From an optimization exercise on the open Yosys and OpenROAD flow, aimed at small area, a short achievable clock period and few clock cycles per item; shortcuts taken in it are not production practice. RTL that was checked went through simulation tests only; none was proved equivalent to the original.

Setup of the previous run:
clock: 11.0 ns
lec_check: 0
cap_margin: 20
core_margin: 2
core_utilization: 60
setup_slack_margin: 5
slew_margin: 20
tns_end_percent: 0
standard.sh (not shown) runs the stock make flow with config.mk's settings and CLKGATE_MAP_FILE= SYNTH_SCRIPT=/design/flow/synth_recipe.tcl, a recipe that flattens the netlist after the stock synthesis.
==> flow/flow/run.sh <==
#!/bin/bash
# Own layout flow: the standard flow (standard.sh), with
#  - synthesis as standard.sh does it, except for the ABC mapping script
#    (flow/abc.script) used for the logic between the registers;
#  - the ORFS knobs in flow/knobs.txt added to the layout's make call.
# Registers, their names and cells are the standard synthesis's: the
# flip-flops are mapped before ABC runs and ABC does not touch them.
# Each tool's full output goes to a log file of its own in this folder.
set -euo pipefail
here=$(pwd)
fdir=$here/flow

# synthesis script: synth_recipe.tcl with ORFS's synth.tcl swapped for a copy
# whose abc call uses flow/abc.script.
sed "s#^  log_cmd abc {\*}\$abc_args#  set abc_args [lreplace \$abc_args 1 1 $fdir/abc.script]\n  log_cmd abc {*}\$abc_args#" \
  "$FLOW_HOME/scripts/synth.tcl" > "$here/own_synth.tcl"
grep -q "abc.script" "$here/own_synth.tcl"
sed "s#\$::env(SCRIPTS_DIR)/synth.tcl#$here/own_synth.tcl#" "$here/synth_recipe.tcl" > "$here/own_synth_recipe.tcl"
grep -q "own_synth.tcl" "$here/own_synth_recipe.tcl"

knobs=()
if [[ -f $fdir/knobs.txt ]]; then
  while IFS= read -r line; do
    [[ -n "$line" && "$line" != \#* ]] && knobs+=("$line")
  done < "$fdir/knobs.txt"
fi

bash standard.sh "SYNTH_SCRIPT=$here/own_synth_recipe.tcl" synth > "$here/synth.log" 2>&1
bash standard.sh "SYNTH_SCRIPT=$here/own_synth_recipe.tcl" "${knobs[@]}" finish > "$here/layout.log" 2>&1
test -f "$here/out/final.def"
==> flow/flow/abc.script <==
strash
dch
map -B 0.9
topo
stime -c
buffer -c
upsize -c
dnsize -c
==> flow/flow/knobs.txt <==
BUFFER_PORTS_ARGS=-buffer_cell sky130_fd_sc_hd__buf_1
Here is what was changed in the inputs of the current run compared with the previous run.
diff --git a/flow/design.v b/flow/design.v
--- a/flow/design.v
+++ b/flow/design.v
@@ -36,34 +36,34 @@
     endcase
   endfunction
   function automatic logic [7:0] sbox(input logic [7:0] x);
     logic [7:0] t;
     logic [7:0] v;
     logic [3:0] ah, al, d, di;
-    t[0] = x[0] ^ 1'b1;
-    t[1] = x[1] ^ x[5] ^ 1'b1;
-    t[2] = x[0] ^ x[1] ^ x[2] ^ x[3] ^ x[4] ^ 1'b1;
-    t[3] = x[0] ^ x[1] ^ x[3] ^ x[7] ^ 1'b1;
-    t[4] = x[3] ^ x[5] ^ 1'b1;
-    t[5] = x[0] ^ x[1] ^ x[3] ^ x[4] ^ x[5] ^ x[7] ^ 1'b1;
-    t[6] = x[2] ^ x[7] ^ 1'b1;
+    t[0] = x[0] ^ x[1] ^ 1'b1;
+    t[1] = x[0] ^ x[2] ^ x[5] ^ x[6];
+    t[2] = x[3] ^ x[4] ^ x[5];
+    t[3] = x[0] ^ x[1] ^ x[5] ^ x[6] ^ x[7] ^ 1'b1;
+    t[4] = x[0] ^ x[1] ^ x[2] ^ x[4] ^ 1'b1;
+    t[5] = x[6] ^ 1'b1;
+    t[6] = x[0] ^ x[1] ^ x[3] ^ x[4] ^ x[5] ^ x[6] ^ x[7];
     t[7] = x[0] ^ x[1] ^ x[2] ^ x[3] ^ x[4] ^ x[5] ^ x[6] ^ 1'b1;
     ah = t[7:4];
     al = t[3:0];
     d  = gf16Mul(ah, ah, 2'd3) ;
-    d  = gf16Mul(d, 4'd13, 2'd3) ^ gf16Mul(ah, al, 2'd3) ^ gf16Mul(al, al, 2'd3);
+    d  = gf16Mul(d, 4'd12, 2'd3) ^ gf16Mul(ah, al, 2'd3) ^ gf16Mul(al, al, 2'd3);
     di = gf16Inv3(d);
     v  = {gf16Mul(ah, di, 2'd3), gf16Mul(ah ^ al, di, 2'd3)};
-    sbox[0] = v[0] ^ v[2] ^ v[3] ^ v[5] ^ v[7] ^ 1'b1;
-    sbox[1] = v[0] ^ v[3] ^ v[4] ^ 1'b1;
-    sbox[2] = v[1] ^ v[3] ^ v[4] ^ v[5] ^ v[7];
-    sbox[3] = v[0] ^ v[3];
-    sbox[4] = v[1] ^ v[2] ^ v[4] ^ 1'b1;
-    sbox[5] = v[1] ^ v[2] ^ v[4] ^ v[5] ^ v[6];
-    sbox[6] = v[0] ^ v[1] ^ v[2] ^ v[4] ^ v[5] ^ v[6] ^ v[7] ^ 1'b1;
-    sbox[7] = v[0] ^ v[1] ^ v[3] ^ 1'b1;
+    sbox[0] = v[0] ^ v[1] ^ v[2] ^ v[3] ^ v[4] ^ v[6] ^ 1'b1;
+    sbox[1] = v[0] ^ v[1] ^ v[5] ^ v[6] ^ v[7] ^ 1'b1;
+    sbox[2] = v[1] ^ v[2] ^ v[3] ^ v[6];
+    sbox[3] = v[0] ^ v[1] ^ v[4] ^ v[6];
+    sbox[4] = v[1] ^ v[3] ^ v[4] ^ v[6] ^ v[7] ^ 1'b1;
+    sbox[5] = v[1] ^ v[3] ^ v[4] ^ v[5] ^ v[6];
+    sbox[6] = v[0] ^ v[4] ^ v[5] ^ 1'b1;
+    sbox[7] = v[0] ^ v[2] ^ v[4] ^ v[6] ^ v[7] ^ 1'b1;
   endfunction
   function automatic logic [31:0] ck(input logic [4:0] i);
     case (i)
       5'd0: ck = 32'h00070e15;
       5'd1: ck = 32'h1c232a31;
       5'd2: ck = 32'h383f464d;
- Comparing the current run and the previous run, the lower final cell count was measured on the previous run.
- z[0]$_DFF_P_ as the end of the critical path was reported by the current run, and z[17]$_DFF_P_ by the previous run.
- Simple-gate share of the synthesized area, the current run and the previous run: larger value in the current run
- Pre-CTS setup slack: the current run vs the previous run up 0.33 ns
- As of the current run, full die area had risen by a few percent compared to the previous run.
- Compared with the previous run, in the current run non-clock buffer count increased by 2.7% relative to the old numbers, area growth from synthesis to layout increased by 1.3 points relative to the old numbers, chip height increased by about 1.3% relative to the old numbers.
- The current run finished end to end and its layout was clean on timing, DRC and antenna.
- The current run vs the previous run, number of search-and-repair iterations in the first detailed-routing pass went down by 1.
- The current run vs the previous run — depth of the most critical reg-to-reg path dropped by more than 10%
No run of this note included a check of the RTL's function; only the layout flow was run.

* * *

Setup of the baseline:
Another version of the RTL of sm4Core (not shown whole).
Size: ~4,400 cells after synthesis, about 420 flip-flops, about 39,000 sq um of cells after synthesis.
==> module sm4Core, before the edit <==
module sm4Core (
  input  wire logic                             clk,
  input  wire logic                             rst_n,
  input  wire logic                             start,
  input  wire logic                             decrypt,
  input  wire logic [sm4CorePkg::BLOCK_W-1:0]   key,
  input  wire logic [sm4CorePkg::BLOCK_W-1:0]   textIn,
  output logic [sm4CorePkg::BLOCK_W-1:0]        textOut,
  output logic                                  done
);
  localparam logic [ROUND_W-1:0] CNT_LAST = ROUND_W'(ROUNDS - 1);
  localparam logic [WORD_W-1:0]  CK1      = 32'h1c232a31;
  localparam logic [WORD_W-1:0]  CK31     = 32'h646b7279;
  logic               busy;
  logic               spec;
  logic               hitR;
  logic               rounds;
  logic               decMode;
  logic               valid;
  logic [ROUND_W-1:0] cnt;
  logic [ROUND_W-1:0] cntNext;
  logic               accept;
  logic               missNow;
  logic               lastRound;
  logic               toRounds;
  logic               keyBack;
  logic               dataRound;
  logic               saveEnd;
  logic [BLOCK_W-1:0] keyIn;
  logic [BLOCK_W-1:0] kw;
  logic [BLOCK_W-1:0] ko;
  assign keyIn     = key ^ sm4TablesPkg::FK;
  assign accept    = start && !busy;
  assign missNow   = spec && !hitR;
  assign lastRound = busy && rounds && !spec && (cnt == '0);
  assign toRounds  = busy && !rounds && (!decMode || cnt == CNT_LAST);
  always_comb
  begin
    if (accept)
      cntNext = decrypt ? CNT_LAST : ROUND_W'(1);
    else if (!busy || lastRound || missNow)
      cntNext = '0;
    else if (rounds ? decMode : (decMode && cnt == CNT_LAST))
      cntNext = rounds ? cnt - 1'b1 : cnt;
    else
      cntNext = cnt + 1'b1;
  end
  always_ff @(posedge clk or negedge rst_n)
  begin
    if (!rst_n)
    begin
      busy      <= 1'b0;
      spec      <= 1'b0;
      hitR      <= 1'b0;
      rounds    <= 1'b0;
      decMode   <= 1'b0;
      valid     <= 1'b0;
      cnt       <= '0;
      done      <= 1'b0;
      keyBack   <= 1'b0;
      dataRound <= 1'b0;
    end
    else
    begin
      done <= lastRound;
      cnt  <= cntNext;
      spec <= accept;
      hitR <= valid && (keyIn == kw);
      keyBack   <= accept ? decrypt
                          : (busy && !lastRound && !missNow && decMode && (rounds || toRounds));
      dataRound <= accept || (busy && !lastRound && !missNow && (rounds || toRounds));
      if (accept)
      begin
        busy    <= 1'b1;
        rounds  <= 1'b1;
        decMode <= decrypt;
      end
      else
      begin
        if (lastRound)
        begin
          busy  <= 1'b0;
          valid <= 1'b1;
        end
        if (missNow)
          rounds <= 1'b0;
        else if (toRounds)
          rounds <= 1'b1;
      end
    end
  end
  logic [WORD_W-1:0] ckReg;
  always_ff @(posedge clk)
  begin
    if (accept)
      ckReg <= decrypt ? CK31 : CK1;
    else
      ckReg <= sm4TablesPkg::ck(cntNext);
  end
  logic [WORD_W-1:0] k0, k1, k2, k3;
  logic [WORD_W-1:0] tk;
  logic [WORD_W-1:0] e0, e1, e2, e3;
  logic              stepFwd;
  logic              stepBack;
  logic              encEnd;
  assign {k0, k1, k2, k3} = kw;
  assign tk = sm4TablesPkg::keyT(((k1 ^ k2) ^ (k3 ^ ckReg)) ^ ((k0 ^ k3) & {WORD_W{keyBack}}));
  assign encEnd   = lastRound && !decMode;
  assign stepFwd  = (accept && !decrypt) || (busy && !keyBack && !encEnd && !missNow);
  assign stepBack = busy && keyBack && !missNow;
  always_comb
  begin
    if ((accept && decrypt) || missNow || encEnd)
      {e0, e1, e2, e3} = ko;
    else if (stepFwd)
      {e0, e1, e2, e3} = {k1, k2, k3, k0};
    else if (stepBack)
      {e0, e1, e2, e3} = {k3, k0, k1, k2};
    else
      {e0, e1, e2, e3} = kw;
  end
  always_ff @(posedge clk)
    kw <= {(tk & {WORD_W{stepBack}}) ^ e0, e1, e2, (tk & {WORD_W{stepFwd}}) ^ e3};
  assign saveEnd = busy && !missNow && (decMode ? (rounds && cnt == CNT_LAST)
                                                : (!rounds || cnt == '0));
  always_ff @(posedge clk)
  begin
    if (accept)
      ko <= keyIn;
    else if (saveEnd)
      ko <= kw;
  end
  logic [WORD_W-1:0] x0, x1, x2, x3;
  logic [WORD_W-1:0] ty;
  logic              dataStep;
  assign dataStep = dataRound && !missNow;
  assign ty = sm4TablesPkg::dataT(x1 ^ x2 ^ x3 ^ k3);
  always_ff @(posedge clk)
  begin
    if (accept)
      {x0, x1, x2} <= textIn[127:32];
    else if (dataStep)
      {x0, x1, x2} <= {x1, x2, x3};
  end
  always_ff @(posedge clk)
    x3 <= (ty & {WORD_W{dataStep}}) ^ (accept ? textIn[31:0] : (dataStep ? x0 : x3));
  assign textOut = {x3, x2, x1, x0};
endmodule
clock: 11.0 ns
lec_check: 0
cap_margin: 20
core_margin: 2
core_utilization: 60
setup_slack_margin: 5
slew_margin: 20
tns_end_percent: 0
==> flow/flow/abc.script <==
&get -n
&st
&dch
&nf
&st
&syn2
&if -g -K 6
&synch2
&nf
&st
&syn2
&if -g -K 6
&synch2
&nf
&st
&syn2
&if -g -K 6
&synch2
&nf
&st
&syn2
&if -g -K 6
&synch2
&nf
&st
&syn2
&if -g -K 6
&synch2
&nf
&put
buffer -c
topo
stime -c
upsize -c
dnsize -c
Scripts as last shown in full above: flow/flow/run.sh, flow/flow/knobs.txt
For the candidate, these inputs were changed with respect to the baseline:
--- a/flow/design.v
+++ b/flow/design.v
@@ -141,14 +141,12 @@
   input  wire logic [sm4CorePkg::BLOCK_W-1:0]   key,
   input  wire logic [sm4CorePkg::BLOCK_W-1:0]   textIn,
   output logic [sm4CorePkg::BLOCK_W-1:0]        textOut,
   output logic                                  done
 );
   localparam logic [ROUND_W-1:0] CNT_LAST = ROUND_W'(ROUNDS - 1);
-  localparam logic [WORD_W-1:0]  CK1      = 32'h1c232a31;
-  localparam logic [WORD_W-1:0]  CK31     = 32'h646b7279;
   logic               busy;
   logic               spec;
   logic               hitR;
   logic               rounds;
   logic               decMode;
   logic               valid;
@@ -158,12 +156,13 @@
   logic               missNow;
   logic               lastRound;
   logic               toRounds;
   logic               keyBack;
   logic               dataRound;
   logic               saveEnd;
+  logic               keyBackNext;
   logic [BLOCK_W-1:0] keyIn;
   logic [BLOCK_W-1:0] kw;
   logic [BLOCK_W-1:0] ko;
   assign keyIn     = key ^ sm4TablesPkg::FK;
   assign accept    = start && !busy;
   assign missNow   = spec && !hitR;
@@ -177,12 +176,14 @@
       cntNext = '0;
     else if (rounds ? decMode : (decMode && cnt == CNT_LAST))
       cntNext = rounds ? cnt - 1'b1 : cnt;
     else
       cntNext = cnt + 1'b1;
   end
+  assign keyBackNext = accept ? decrypt
+                              : (busy && !lastRound && !missNow && decMode && (rounds || toRounds));
   always_ff @(posedge clk or negedge rst_n)
   begin
     if (!rst_n)
     begin
       busy      <= 1'b0;
       spec      <= 1'b0;
@@ -198,14 +199,13 @@
     else
     begin
       done <= lastRound;
       cnt  <= cntNext;
       spec <= accept;
       hitR <= valid && (keyIn == kw);
-      keyBack   <= accept ? decrypt
-                          : (busy && !lastRound && !missNow && decMode && (rounds || toRounds));
+      keyBack   <= keyBackNext;
       dataRound <= accept || (busy && !lastRound && !missNow && (rounds || toRounds));
       if (accept)
       begin
         busy    <= 1'b1;
         rounds  <= 1'b1;
         decMode <= decrypt;
@@ -221,28 +221,21 @@
           rounds <= 1'b0;
         else if (toRounds)
           rounds <= 1'b1;
       end
     end
   end
-  logic [WORD_W-1:0] ckReg;
-  always_ff @(posedge clk)
-  begin
-    if (accept)
-      ckReg <= decrypt ? CK31 : CK1;
-    else
-      ckReg <= sm4TablesPkg::ck(cntNext);
-  end
   logic [WORD_W-1:0] k0, k1, k2, k3;
   logic [WORD_W-1:0] tk;
   logic [WORD_W-1:0] e0, e1, e2, e3;
   logic              stepFwd;
   logic              stepBack;
   logic              encEnd;
+  logic [WORD_W-1:0] z;
   assign {k0, k1, k2, k3} = kw;
-  assign tk = sm4TablesPkg::keyT(((k1 ^ k2) ^ (k3 ^ ckReg)) ^ ((k0 ^ k3) & {WORD_W{keyBack}}));
+  assign tk = sm4TablesPkg::keyT(z);
   assign encEnd   = lastRound && !decMode;
   assign stepFwd  = (accept && !decrypt) || (busy && !keyBack && !encEnd && !missNow);
   assign stepBack = busy && keyBack && !missNow;
   always_comb
   begin
     if ((accept && decrypt) || missNow || encEnd)
@@ -253,32 +246,43 @@
       {e0, e1, e2, e3} = {k3, k0, k1, k2};
     else
       {e0, e1, e2, e3} = kw;
   end
   always_ff @(posedge clk)
     kw <= {(tk & {WORD_W{stepBack}}) ^ e0, e1, e2, (tk & {WORD_W{stepFwd}}) ^ e3};
+  always_ff @(posedge clk)
+    z <= (tk & {WORD_W{keyBackNext ? stepBack : stepFwd}}) ^
+         (e1 ^ e2 ^ (keyBackNext ? e0 : e3) ^ sm4TablesPkg::ck(cntNext));
   assign saveEnd = busy && !missNow && (decMode ? (rounds && cnt == CNT_LAST)
                                                 : (!rounds || cnt == '0));
   always_ff @(posedge clk)
   begin
     if (accept)
       ko <= keyIn;
     else if (saveEnd)
       ko <= kw;
   end
   logic [WORD_W-1:0] x0, x1, x2, x3;
+  logic [WORD_W-1:0] ex0, ex1, ex2, ex3;
+  logic [WORD_W-1:0] y;
   logic [WORD_W-1:0] ty;
   logic              dataStep;
   assign dataStep = dataRound && !missNow;
-  assign ty = sm4TablesPkg::dataT(x1 ^ x2 ^ x3 ^ k3);
-  always_ff @(posedge clk)
+  assign ty = sm4TablesPkg::dataT(y);
+  always_comb
   begin
     if (accept)
-      {x0, x1, x2} <= textIn[127:32];
+      {ex0, ex1, ex2, ex3} = textIn;
     else if (dataStep)
-      {x0, x1, x2} <= {x1, x2, x3};
-  end
-  always_ff @(posedge clk)
-    x3 <= (ty & {WORD_W{dataStep}}) ^ (accept ? textIn[31:0] : (dataStep ? x0 : x3));
+      {ex0, ex1, ex2, ex3} = {x1, x2, x3, x0};
+    else
+      {ex0, ex1, ex2, ex3} = {x0, x1, x2, x3};
+  end
+  always_ff @(posedge clk)
+  begin
+    {x0, x1, x2} <= {ex0, ex1, ex2};
+    x3 <= (ty & {WORD_W{dataStep}}) ^ ex3;
+    y  <= (ty & {WORD_W{dataStep}}) ^ (tk & {WORD_W{stepFwd}}) ^ (ex1 ^ ex2 ^ ex3 ^ e3);
+  end
   assign textOut = {x3, x2, x1, x0};
 endmodule
 `default_nettype wire
Notes after the runs:
- As far as H-tree depth is concerned, the baseline and the candidate perform about the same.
- Comparing the candidate and the baseline, the lower standard cell area after detailed placement was measured on the baseline.
- The post-layout instance count excluding filler cells in the candidate was higher than what the baseline gave.
- In the candidate, the wire length of the first global-routing pass came out 2.1% above the value in the baseline.
- The candidate vs the baseline — flip-flop and latch count climbed by more than 10%
- The higher all-layer global routing usage of the candidate and the baseline is in the baseline.
Testbench counts of the candidate, summed over its fixed seeds: cycles 56,002, blocks 1,600.
Function not checked in the baseline: the RTL went through the layout flow alone.

re-timing with driven ports:
The results above use ideal ports. As a check the final layouts listed here were re-extracted and re-timed, cells and wires unchanged.
Step 1 sets driving cells, clkbuf_16 on the clock port and buf_2 on the other inputs (assumed; they add their load-dependent delay and slew).
Step 2 moves the port delays by t, midway between the first and last clock arrival at a register: inputs arrive t later, outputs are due t later. That takes back most of the time a late clock gives input paths.
a / b / c = ideal / step 1 / step 2; a / b = the first two.
run	shift t [ns]	slack for setup (ns)	clock arrival spread, ns	worst register clock-pin slew, ns	worst data-port slew with drivers (ns)
the previous run	0.663	5.091 / 5.117 / 4.453	0.027 / 0.027	0.07 / 0.07	0.10
the current run	0.678	5.155 / 5.201 / 4.523	0.056 / 0.056	0.07 / 0.07	0.11
the baseline	0.701	3.881 / 3.881 / 3.881	0.058 / 0.058	0.07 / 0.07	0.16
the candidate	0.697	4.588 / 4.588 / 4.018	0.032 / 0.032	0.07 / 0.07	0.11
After both steps setup and hold are still met in every run listed. The setup slack of the previous run, which loses most, moves by +0.026 ns with the drivers and by -0.638 ns with both steps.
